From an optimization exercise on the open Yosys and OpenROAD flow, aimed at small area; shortcuts taken in it are not production practice.
RTL that was checked went through simulation tests only; none was proved equivalent to the original.

==> amber <==
## scope_sample_framer
module scope_sample_framer (
  input  logic        clk_i,
  input  logic        rst_ni,
  input  logic        push,
  output logic        full,
  input  logic        first_of_chunk_i,
  input  logic [63:0] current_time_us_i,
  input  logic [8:0]  chunk_samples_i,
  input  logic [1:0]  gain_mode_i,
  input  logic        channel_ok_i,
  input  logic [11:0] calibrated_mv_i,
  output logic        empty,
  input  logic        pop,
  output logic [7:0]  out_byte_o,
  output logic        last_of_packet_o,
  input  logic        cfg_we_i,
  input  logic [2:0]  cfg_idx_i,
  input  logic [31:0] cfg_wdata_i
);
==> module scope_sample_framer, before the edit <==
module scope_sample_framer (
  input  logic        clk_i,
  input  logic        rst_ni,
  input  logic        push,
  output logic        full,
  input  logic        first_of_chunk_i,
  input  logic [63:0] current_time_us_i,
  input  logic [8:0]  chunk_samples_i,
  input  logic [1:0]  gain_mode_i,
  input  logic        channel_ok_i,
  input  logic [11:0] calibrated_mv_i,
  output logic        empty,
  input  logic        pop,
  output logic [7:0]  out_byte_o,
  output logic        last_of_packet_o,
  input  logic        cfg_we_i,
  input  logic [2:0]  cfg_idx_i,
  input  logic [31:0] cfg_wdata_i
);
  logic [95:0] gn_q;
  logic [14:0] glz_q;
  logic [83:0] off_q;
  logic [15:0] per_q, win_q;
  logic [31:0] wn;
  logic [4:0]  wlz;
  logic        pend, eng_free, accept, m_accept, start;
  logic [63:0] stamp;
  logic        f_free, f_wr;
  logic [31:0] fbits;
  ssf_norm u_norm (
    .d_i  (cfg_wdata_i),
    .n_o  (wn),
    .lz_o (wlz)
  );
  always_ff @(posedge clk_i or negedge rst_ni) begin
    if (!rst_ni) begin
      gn_q[31:0]  <= ssf_pkg::GNRM_HIGH_RST;
      gn_q[63:32]  <= ssf_pkg::GNRM_MID_RST;
      gn_q[95:64]  <= ssf_pkg::GNRM_LOW_RST;
      glz_q[4:0] <= ssf_pkg::GLZ_HIGH_RST;
      glz_q[9:5] <= ssf_pkg::GLZ_MID_RST;
      glz_q[14:10] <= ssf_pkg::GLZ_LOW_RST;
      off_q[27:0] <= ssf_pkg::OFF_HIGH_RST;
      off_q[55:28] <= ssf_pkg::OFF_MID_RST;
      off_q[83:56] <= ssf_pkg::OFF_LOW_RST;
      per_q    <= ssf_pkg::PERIOD_RST;
      win_q    <= ssf_pkg::WINDOW_RST;
    end else if (cfg_we_i) begin
      case (cfg_idx_i)
        3'd0: begin gn_q[31:0] <= wn; glz_q[4:0] <= wlz; end
        3'd1: begin gn_q[63:32] <= wn; glz_q[9:5] <= wlz; end
        3'd2: begin gn_q[95:64] <= wn; glz_q[14:10] <= wlz; end
        3'd3: off_q[27:0] <= cfg_wdata_i[27:0];
        3'd4: off_q[55:28] <= cfg_wdata_i[27:0];
        3'd5: off_q[83:56] <= cfg_wdata_i[27:0];
        3'd6: per_q    <= cfg_wdata_i[15:0];
        default: win_q <= cfg_wdata_i[15:0];
      endcase
    end
  end
  assign full     = pend || !eng_free;
  assign accept   = push && !full;
  assign m_accept = accept && channel_ok_i;
  ssf_front u_front (
    .clk_i   (clk_i),
    .rst_ni  (rst_ni),
    .acc_i   (accept),
    .first_i (first_of_chunk_i),
    .now_i   (current_time_us_i),
    .cnt_i   (chunk_samples_i),
    .ok_i    (channel_ok_i),
    .per_i   (per_q),
    .win_i   (win_q),
    .start_i (start),
    .pend_o  (pend),
    .stamp_o (stamp)
  );
  ssf_float u_float (
    .clk_i    (clk_i),
    .rst_ni   (rst_ni),
    .load_i   (m_accept),
    .mv_i     (calibrated_mv_i),
    .mode_i   (gain_mode_i),
    .gn_i     (gn_q),
    .glz_i    (glz_q),
    .off_i    (off_q),
    .f_free_i (f_free),
    .free_o   (eng_free),
    .f_wr_o   (f_wr),
    .f_o      (fbits)
  );
  ssf_serial u_serial (
    .clk_i    (clk_i),
    .rst_ni   (rst_ni),
    .pend_i   (pend),
    .stamp_i  (stamp),
    .start_o  (start),
    .f_wr_i   (f_wr),
    .f_i      (fbits),
    .f_free_o (f_free),
    .pop_i    (pop),
    .empty_o  (empty),
    .byte_o   (out_byte_o),
    .last_o   (last_of_packet_o)
  );
endmodule
Settings: LEC_CHECK=0, CAP_MARGIN=20, CORE_MARGIN=2, CORE_UTILIZATION=65, SLEW_MARGIN=20; clock period 10.0 ns.
run.sh (not shown) runs the stock make flow with config.mk's settings and CLKGATE_MAP_FILE= SYNTH_SCRIPT=/design/flow/synth_recipe.tcl, a recipe that flattens the netlist after the stock synthesis.
==> willow: changes against amber <==
--- a/flow/design.v
+++ b/flow/design.v
@@ -26,25 +26,37 @@
   input  logic [8:0]  cnt_i,
   input  logic        ok_i,
   input  logic [15:0] per_i,
   input  logic [15:0] win_i,
   input  logic        start_i,
   output logic        pend_o,
   output logic [63:0] stamp_o
 );
-  logic [63:0] s_q, s_d;
-  logic [63:0] d, e;
-  logic        nb, b, lo_ok, over, resync;
-  ssf_add #(64) u_diff (.a(now_i), .b(~s_q), .ci(1'b1), .s(d), .co(nb));
-  assign b = !nb;
-  assign e = b ? ~d : d;
-  ssf_add #(16) u_win (.a(win_i), .b(~e[15:0]), .ci(nb), .s(), .co(lo_ok));
-  assign over   = (e[63:16] != '0) || !lo_ok;
-  assign resync = first_i && ((s_q == '0) || over);
+  logic [63:0] sn_q, sn_d;
+  logic [15:0] dl, el;
+  logic        c16, lo_ok, over, resync, hz, ho, b;
+  logic [63:16] hp, hg, hk;
+  ssf_add #(16) u_diff (.a(now_i[15:0]), .b(sn_q[15:0]), .ci(1'b1), .s(dl), .co(c16));
+  always_comb begin
+    hp = now_i[63:16] ^ sn_q[63:16];
+    hg = now_i[63:16] & sn_q[63:16];
+    hk = now_i[63:16] | sn_q[63:16];
+    hz = (hp[16] == c16) && hk[63];
+    ho = (hp[16] != c16) && !hg[63];
+    for (int i = 17; i < 64; i++) begin
+      hz = hz && (hp[i] == hk[i-1]);
+      ho = ho && (hp[i] != hg[i-1]);
+    end
+    b  = ho;
+    el = b ? ~dl : dl;
+  end
+  ssf_add #(16) u_win (.a(win_i), .b(~el), .ci(!b), .s(), .co(lo_ok));
+  assign over   = !(hz || ho) || !lo_ok;
+  assign resync = first_i && ((sn_q == '1) || over);
   logic [25:0] op [11];
   logic [25:0] l1 [8], l2 [6], l3 [4], l4 [3], ys, yc, y;
   function automatic logic [25:0] maj(input logic [25:0] x0, input logic [25:0] x1,
                                       input logic [25:0] x2);
     logic [25:0] m;
     m = (x0 & x1) | (x0 & x2) | (x1 & x2);
     maj = {m[24:0], 1'b0};
   endfunction
@@ -73,52 +85,52 @@
     end
     l4[0] = l3[0] ^ l3[1] ^ l3[2];
     l4[1] = maj(l3[0], l3[1], l3[2]);
     l4[2] = l3[3];
     ys = l4[0] ^ l4[1] ^ l4[2];
     yc = maj(l4[0], l4[1], l4[2]);
   end
   logic [25:0] v;
-  logic [39:0] base_h;
+  logic [39:0] base_hn;
   logic        up, dn;
   ssf_add #(26) u_y (.a(ys), .b(yc), .ci(1'b1), .s(y), .co());
   assign v = ~y;
   logic [40:0] all1, all0;
   always_comb begin
     dn = v[25];
     up = !v[25] && v[24];
     all1[0] = 1'b1;
     all0[0] = 1'b1;
     for (int i = 0; i < 40; i++) begin
       all1[i+1] = all1[i] && now_i[24+i];
       all0[i+1] = all0[i] && !now_i[24+i];
-      base_h[i] = now_i[24+i] ^ ((up && all1[i]) || (dn && all0[i]));
+      base_hn[i] = !(now_i[24+i] ^ ((up && all1[i]) || (dn && all0[i])));
     end
   end
-  logic [63:0] s_inc;
+  logic [63:0] sn_dec;
   logic        step;
   assign step = (acc_i && !ok_i) || start_i;
-  ssf_add #(64) u_inc (.a(s_q), .b({48'b0, step ? per_i : 16'b0}), .ci(1'b0), .s(s_inc),
-                       .co());
-  assign s_d = (acc_i && resync) ? {base_h, v[23:0]} : s_inc;
+  ssf_add #(64) u_dec (.a(sn_q), .b({48'hFFFF_FFFF_FFFF, step ? ~per_i : 16'hFFFF}), .ci(1'b1),
+                       .s(sn_dec), .co());
+  assign sn_d = (acc_i && resync) ? {base_hn, y[23:0]} : sn_dec;
   always_ff @(posedge clk_i or negedge rst_ni) begin
     if (!rst_ni) begin
-      s_q    <= '0;
+      sn_q   <= '1;
       pend_o <= 1'b0;
     end else begin
-      s_q <= s_d;
+      sn_q <= sn_d;
       if (acc_i && ok_i) begin
         pend_o <= 1'b1;
       end else if (start_i) begin
         pend_o <= 1'b0;
       end
     end
   end
-  assign stamp_o = s_q;
+  assign stamp_o = sn_q;
 endmodule
 module ssf_add #(
   parameter int N = 8
 ) (
   input  logic [N-1:0] a,
   input  logic [N-1:0] b,
   input  logic         ci,
   output logic [N-1:0] s,
@@ -213,19 +225,35 @@
     r    = (mode_i == 2'd3) ? 2'd2 : mode_i;
     case (r_q)
       2'd0:    begin off = off_i[27:0];  lz = glz_i[4:0];   gtop = gn_i[31]; end
       2'd1:    begin off = off_i[55:28]; lz = glz_i[9:5];   gtop = gn_i[63]; end
       default: begin off = off_i[83:56]; lz = glz_i[14:10]; gtop = gn_i[95]; end
     endcase
     olnz = (off[15:0] != '0);
   end
-  ssf_add #(16) u_oln (.a(~off[15:0]), .b(16'b0), .ci(1'b1), .s(oln), .co());
-  ssf_add #(12) u_hp (.a(mv_q), .b(~off[27:16]), .ci(!olnz), .s(hp), .co(cp));
-  ssf_add #(12) u_hn (.a(off[27:16]), .b(~mv_q), .ci(1'b1), .s(hn), .co(cn));
+  logic [12:0] chp, chn;
+  logic [16:0] cl;
+  always_comb begin
+    chp[0] = !olnz;
+    chn[0] = 1'b1;
+    for (int i = 0; i < 12; i++) begin
+      hp[i]    = mv_q[i] ^ !off[16+i] ^ chp[i];
+      chp[i+1] = (mv_q[i] & !off[16+i]) | (mv_q[i] & chp[i]) | (!off[16+i] & chp[i]);
+      hn[i]    = off[16+i] ^ !mv_q[i] ^ chn[i];
+      chn[i+1] = (off[16+i] & !mv_q[i]) | (off[16+i] & chn[i]) | (!mv_q[i] & chn[i]);
+    end
+    cp = chp[12];
+    cn = chn[12];
+    cl[0] = 1'b1;
+    for (int i = 0; i < 16; i++) begin
+      oln[i]  = !off[i] ^ cl[i];
+      cl[i+1] = !off[i] && cl[i];
+    end
+  end
   always_comb begin
     neg = !cp;
     mag = neg ? {hn, off[15:0]} : {hp, oln};
     pd  = '0;
     for (int i = 0; i < 28; i++) begin
       if (mag[i]) pd = 5'(i);
     end
     sh  = ~pd[1:0];
@@ -373,17 +401,17 @@
   logic [111:0] bytes;
   assign last     = (idx_q == 4'd13);
   assign fwait    = !fv_q && (idx_q >= 4'd2) && (idx_q <= 4'd5);
   assign empty_o  = !act_q || fwait;
   assign take     = pop_i && !empty_o;
   assign start_o  = pend_i && (!act_q || (take && last));
   assign f_free_o = !fv_q;
   assign last_o   = last;
-  assign bytes  = {t_q, f_q, ssf_pkg::HDR1, ssf_pkg::HDR0};
+  assign bytes  = {~t_q, f_q, ssf_pkg::HDR1, ssf_pkg::HDR0};
   assign byte_o = bytes[8*idx_q +: 8];
   always_ff @(posedge clk_i or negedge rst_ni) begin
     if (!rst_ni) begin
       act_q <= 1'b0;
       fv_q  <= 1'b0;
       idx_q <= '0;
     end else begin
       if (start_o) begin
@@ -440,42 +468,45 @@
   logic [63:0] stamp;
   logic        f_free, f_wr;
   logic [31:0] fbits;
   ssf_norm u_norm (
     .d_i  (cfg_wdata_i),
     .n_o  (wn),
     .lz_o (wlz)
   );
-  always_ff @(posedge clk_i or negedge rst_ni) begin
-    if (!rst_ni) begin
-      gn_q[31:0]  <= ssf_pkg::GNRM_HIGH_RST;
-      gn_q[63:32]  <= ssf_pkg::GNRM_MID_RST;
-      gn_q[95:64]  <= ssf_pkg::GNRM_LOW_RST;
-      glz_q[4:0] <= ssf_pkg::GLZ_HIGH_RST;
-      glz_q[9:5] <= ssf_pkg::GLZ_MID_RST;
-      glz_q[14:10] <= ssf_pkg::GLZ_LOW_RST;
-      off_q[27:0] <= ssf_pkg::OFF_HIGH_RST;
-      off_q[55:28] <= ssf_pkg::OFF_MID_RST;
-      off_q[83:56] <= ssf_pkg::OFF_LOW_RST;
-      per_q    <= ssf_pkg::PERIOD_RST;
-      win_q    <= ssf_pkg::WINDOW_RST;
-    end else if (cfg_we_i) begin
-      case (cfg_idx_i)
-        3'd0: begin gn_q[31:0] <= wn; glz_q[4:0] <= wlz; end
-        3'd1: begin gn_q[63:32] <= wn; glz_q[9:5] <= wlz; end
-        3'd2: begin gn_q[95:64] <= wn; glz_q[14:10] <= wlz; end
-        3'd3: off_q[27:0] <= cfg_wdata_i[27:0];
-        3'd4: off_q[55:28] <= cfg_wdata_i[27:0];
-        3'd5: off_q[83:56] <= cfg_wdata_i[27:0];
-        3'd6: per_q    <= cfg_wdata_i[15:0];
-        default: win_q <= cfg_wdata_i[15:0];
-      endcase
+  logic [7:0]  we;
+  localparam logic [95:0] GN_RST = {ssf_pkg::GNRM_LOW_RST, ssf_pkg::GNRM_MID_RST,
+                                    ssf_pkg::GNRM_HIGH_RST};
+  localparam logic [14:0] GLZ_RST = {ssf_pkg::GLZ_LOW_RST, ssf_pkg::GLZ_MID_RST,
+                                     ssf_pkg::GLZ_HIGH_RST};
+  localparam logic [83:0] OFF_RST = {ssf_pkg::OFF_LOW_RST, ssf_pkg::OFF_MID_RST,
+                                     ssf_pkg::OFF_HIGH_RST};
+  function automatic logic [31:0] force_rst(input logic [31:0] d, input logic [31:0] rv,
+                                            input logic rn);
+    force_rst = rn ? d : rv;
+  endfunction
+  always_comb begin
+    for (int k = 0; k < 8; k++) begin
+      we[k] = !rst_ni || (cfg_we_i && (cfg_idx_i == 3'(k)));
     end
   end
+  always_ff @(posedge clk_i) begin
+    if (we[0]) gn_q[31:0]   <= force_rst(wn, GN_RST[31:0], rst_ni);
+    if (we[1]) gn_q[63:32]  <= force_rst(wn, GN_RST[63:32], rst_ni);
+    if (we[2]) gn_q[95:64]  <= force_rst(wn, GN_RST[95:64], rst_ni);
+    if (we[0]) glz_q[4:0]   <= 5'(force_rst(32'(wlz), 32'(GLZ_RST[4:0]), rst_ni));
+    if (we[1]) glz_q[9:5]   <= 5'(force_rst(32'(wlz), 32'(GLZ_RST[9:5]), rst_ni));
+    if (we[2]) glz_q[14:10] <= 5'(force_rst(32'(wlz), 32'(GLZ_RST[14:10]), rst_ni));
+    if (we[3]) off_q[27:0]  <= 28'(force_rst(cfg_wdata_i, 32'(OFF_RST[27:0]), rst_ni));
+    if (we[4]) off_q[55:28] <= 28'(force_rst(cfg_wdata_i, 32'(OFF_RST[55:28]), rst_ni));
+    if (we[5]) off_q[83:56] <= 28'(force_rst(cfg_wdata_i, 32'(OFF_RST[83:56]), rst_ni));
+    if (we[6]) per_q        <= 16'(force_rst(cfg_wdata_i, 32'(ssf_pkg::PERIOD_RST), rst_ni));
+    if (we[7]) win_q        <= 16'(force_rst(cfg_wdata_i, 32'(ssf_pkg::WINDOW_RST), rst_ni));
+  end
   assign full     = pend || !eng_free;
   assign accept   = push && !full;
   assign m_accept = accept && channel_ok_i;
   ssf_front u_front (
     .clk_i   (clk_i),
     .rst_ni  (rst_ni),
     .acc_i   (accept),
     .first_i (first_of_chunk_i),
==> flow/flow/run.sh (new file) <==
#!/bin/bash
# Standard layout, but with the smallest buffer on the ports.
set -e
cp standard.sh standard_copy.txt
cp "$FLOW_CONFIG" config_before.txt
echo 'export BUFFER_PORTS_ARGS = -buffer_cell sky130_fd_sc_hd__buf_1' >> "$FLOW_CONFIG"
bash standard.sh > standard.log 2>&1
==> flow/standard.sh (new file) <==
#!/bin/bash
# synth_recipe.tcl (not shown) runs the flow's synth.tcl, then flattens the netlist and writes it again
# the make line also repeats each setting of config.mk as NAME=value (left out here)
make -C /OpenROAD-flow-scripts/flow DESIGN_CONFIG=/design/flow/config.mk WORK_HOME=/design/flow/orfs CLKGATE_MAP_FILE= SYNTH_SCRIPT=/design/flow/synth_recipe.tcl "${@:-finish}"
ABC_AREA = 1   (was unset)
BUFFER_PORTS_ARGS = -buffer_cell sky130_fd_sc_hd__buf_1   (was unset)
CTS_BUF_LIST = sky130_fd_sc_hd__clkbuf_8   (was unset)
CTS_CLUSTER_DIAMETER = 60   (was unset)
CTS_CLUSTER_SIZE = 16   (was unset)
removed: flow/run.sh
==> nickel: changes against amber <==
--- a/flow/design.v
+++ b/flow/design.v
@@ -440,39 +440,39 @@
   logic [63:0] stamp;
   logic        f_free, f_wr;
   logic [31:0] fbits;
   ssf_norm u_norm (
     .d_i  (cfg_wdata_i),
     .n_o  (wn),
     .lz_o (wlz)
   );
-  always_ff @(posedge clk_i or negedge rst_ni) begin
+  always_ff @(posedge clk_i) begin
     if (!rst_ni) begin
-      gn_q[31:0]  <= ssf_pkg::GNRM_HIGH_RST;
+      gn_q[31:0]   <= ssf_pkg::GNRM_HIGH_RST;
       gn_q[63:32]  <= ssf_pkg::GNRM_MID_RST;
       gn_q[95:64]  <= ssf_pkg::GNRM_LOW_RST;
-      glz_q[4:0] <= ssf_pkg::GLZ_HIGH_RST;
-      glz_q[9:5] <= ssf_pkg::GLZ_MID_RST;
+      glz_q[4:0]   <= ssf_pkg::GLZ_HIGH_RST;
+      glz_q[9:5]   <= ssf_pkg::GLZ_MID_RST;
       glz_q[14:10] <= ssf_pkg::GLZ_LOW_RST;
-      off_q[27:0] <= ssf_pkg::OFF_HIGH_RST;
+      off_q[27:0]  <= ssf_pkg::OFF_HIGH_RST;
       off_q[55:28] <= ssf_pkg::OFF_MID_RST;
       off_q[83:56] <= ssf_pkg::OFF_LOW_RST;
-      per_q    <= ssf_pkg::PERIOD_RST;
-      win_q    <= ssf_pkg::WINDOW_RST;
+      per_q        <= ssf_pkg::PERIOD_RST;
+      win_q        <= ssf_pkg::WINDOW_RST;
     end else if (cfg_we_i) begin
       case (cfg_idx_i)
         3'd0: begin gn_q[31:0] <= wn; glz_q[4:0] <= wlz; end
         3'd1: begin gn_q[63:32] <= wn; glz_q[9:5] <= wlz; end
         3'd2: begin gn_q[95:64] <= wn; glz_q[14:10] <= wlz; end
-        3'd3: off_q[27:0] <= cfg_wdata_i[27:0];
+        3'd3: off_q[27:0]  <= cfg_wdata_i[27:0];
         3'd4: off_q[55:28] <= cfg_wdata_i[27:0];
         3'd5: off_q[83:56] <= cfg_wdata_i[27:0];
-        3'd6: per_q    <= cfg_wdata_i[15:0];
-        default: win_q <= cfg_wdata_i[15:0];
+        3'd6: per_q        <= cfg_wdata_i[15:0];
+        default: win_q     <= cfg_wdata_i[15:0];
       endcase
     end
   end
   assign full     = pend || !eng_free;
   assign accept   = push && !full;
   assign m_accept = accept && channel_ok_i;
   ssf_front u_front (
     .clk_i   (clk_i),
ABC_AREA = 1   (was unset)
CTS_BUF_LIST = sky130_fd_sc_hd__clkbuf_8   (was unset)
CTS_CLUSTER_DIAMETER = 60   (was unset)
CTS_CLUSTER_SIZE = 16   (was unset)
==> summary of the runs <==
- Global-route usage: amber < willow < nickel.
- Routed wire length: willow is lower than amber (1.8%).
- Between nickel and amber, the lower synthesized cell count is in amber (gap 19%, measured against amber).
- Between amber and nickel, the lower sequential share of layout area is in nickel (gap 0.93 points).
- Sequential cell count is the same in willow and nickel.
==> figures <==
quantity                                                  nickel          willow      amber
Run status                              timing/DRC/antenna clean  timing/DRC/antenna clean  timing/DRC/antenna clean
Worst-path clk slew                                      0.10 ns         0.10 ns    0.07 ns
Multi-input combinational cell area                    25800 um2       23400 um2  28200 um2
Proportion of cell area occupied by multi-input gates      56.4%           52.5%      57.9%
Flop-to-flop setup slack                                 1.39 ns         0.54 ns    0.68 ns
Crit path arrival time                                   9.87 ns         9.89 ns   10.02 ns
Routed length on met1                                   50900 um        48900 um   51600 um
RSZ-0062 raised after global routing                       false               -      false
Hold endpoint                                           off_q[7]  u_serial.act_q   gn_q[78]
Die area                                               67400 um2       66400 um2  70200 um2
WP buf/inv                                                     4              13          3
Number of placed instances with taps included               6408            5728       5584
Function not checked in nickel: the RTL went through the layout flow alone.

separate check: timing with driven ports:
The flow's constraints put no driver on any port. The routed layouts listed below were extracted and timed again, unchanged, in two steps.
Step 1 (the two cells are an assumption about what drives the block):
set clk [get_ports {clk_i}]
set_driving_cell -lib_cell sky130_fd_sc_hd__clkbuf_16 $clk
set_driving_cell -lib_cell sky130_fd_sc_hd__buf_2 [delete_from_list [all_inputs] $clk]
Step 2 moves the port delays by t, midway between the first and last clock arrival at a register: inputs arrive t later, outputs are due t later. That takes back most of the time a late clock gives input paths.
a / b / c = ideal / step 1 / step 2; a / b = the first two.
run	t, ns	setup slack, ns	cell pins on the clock port's net
amber	0.682	0.544 / 0.590 / -0.092	1
willow	0.728	0.539 / 0.539 / -0.029	1
nickel	0.755	0.716 / 0.753 / -0.002	1
Met with ideal ports but missed after step 2: setup timing in every run listed. The setup slack of nickel, which loses most, moves by +0.037 ns with the drivers and by -0.718 ns with both steps.
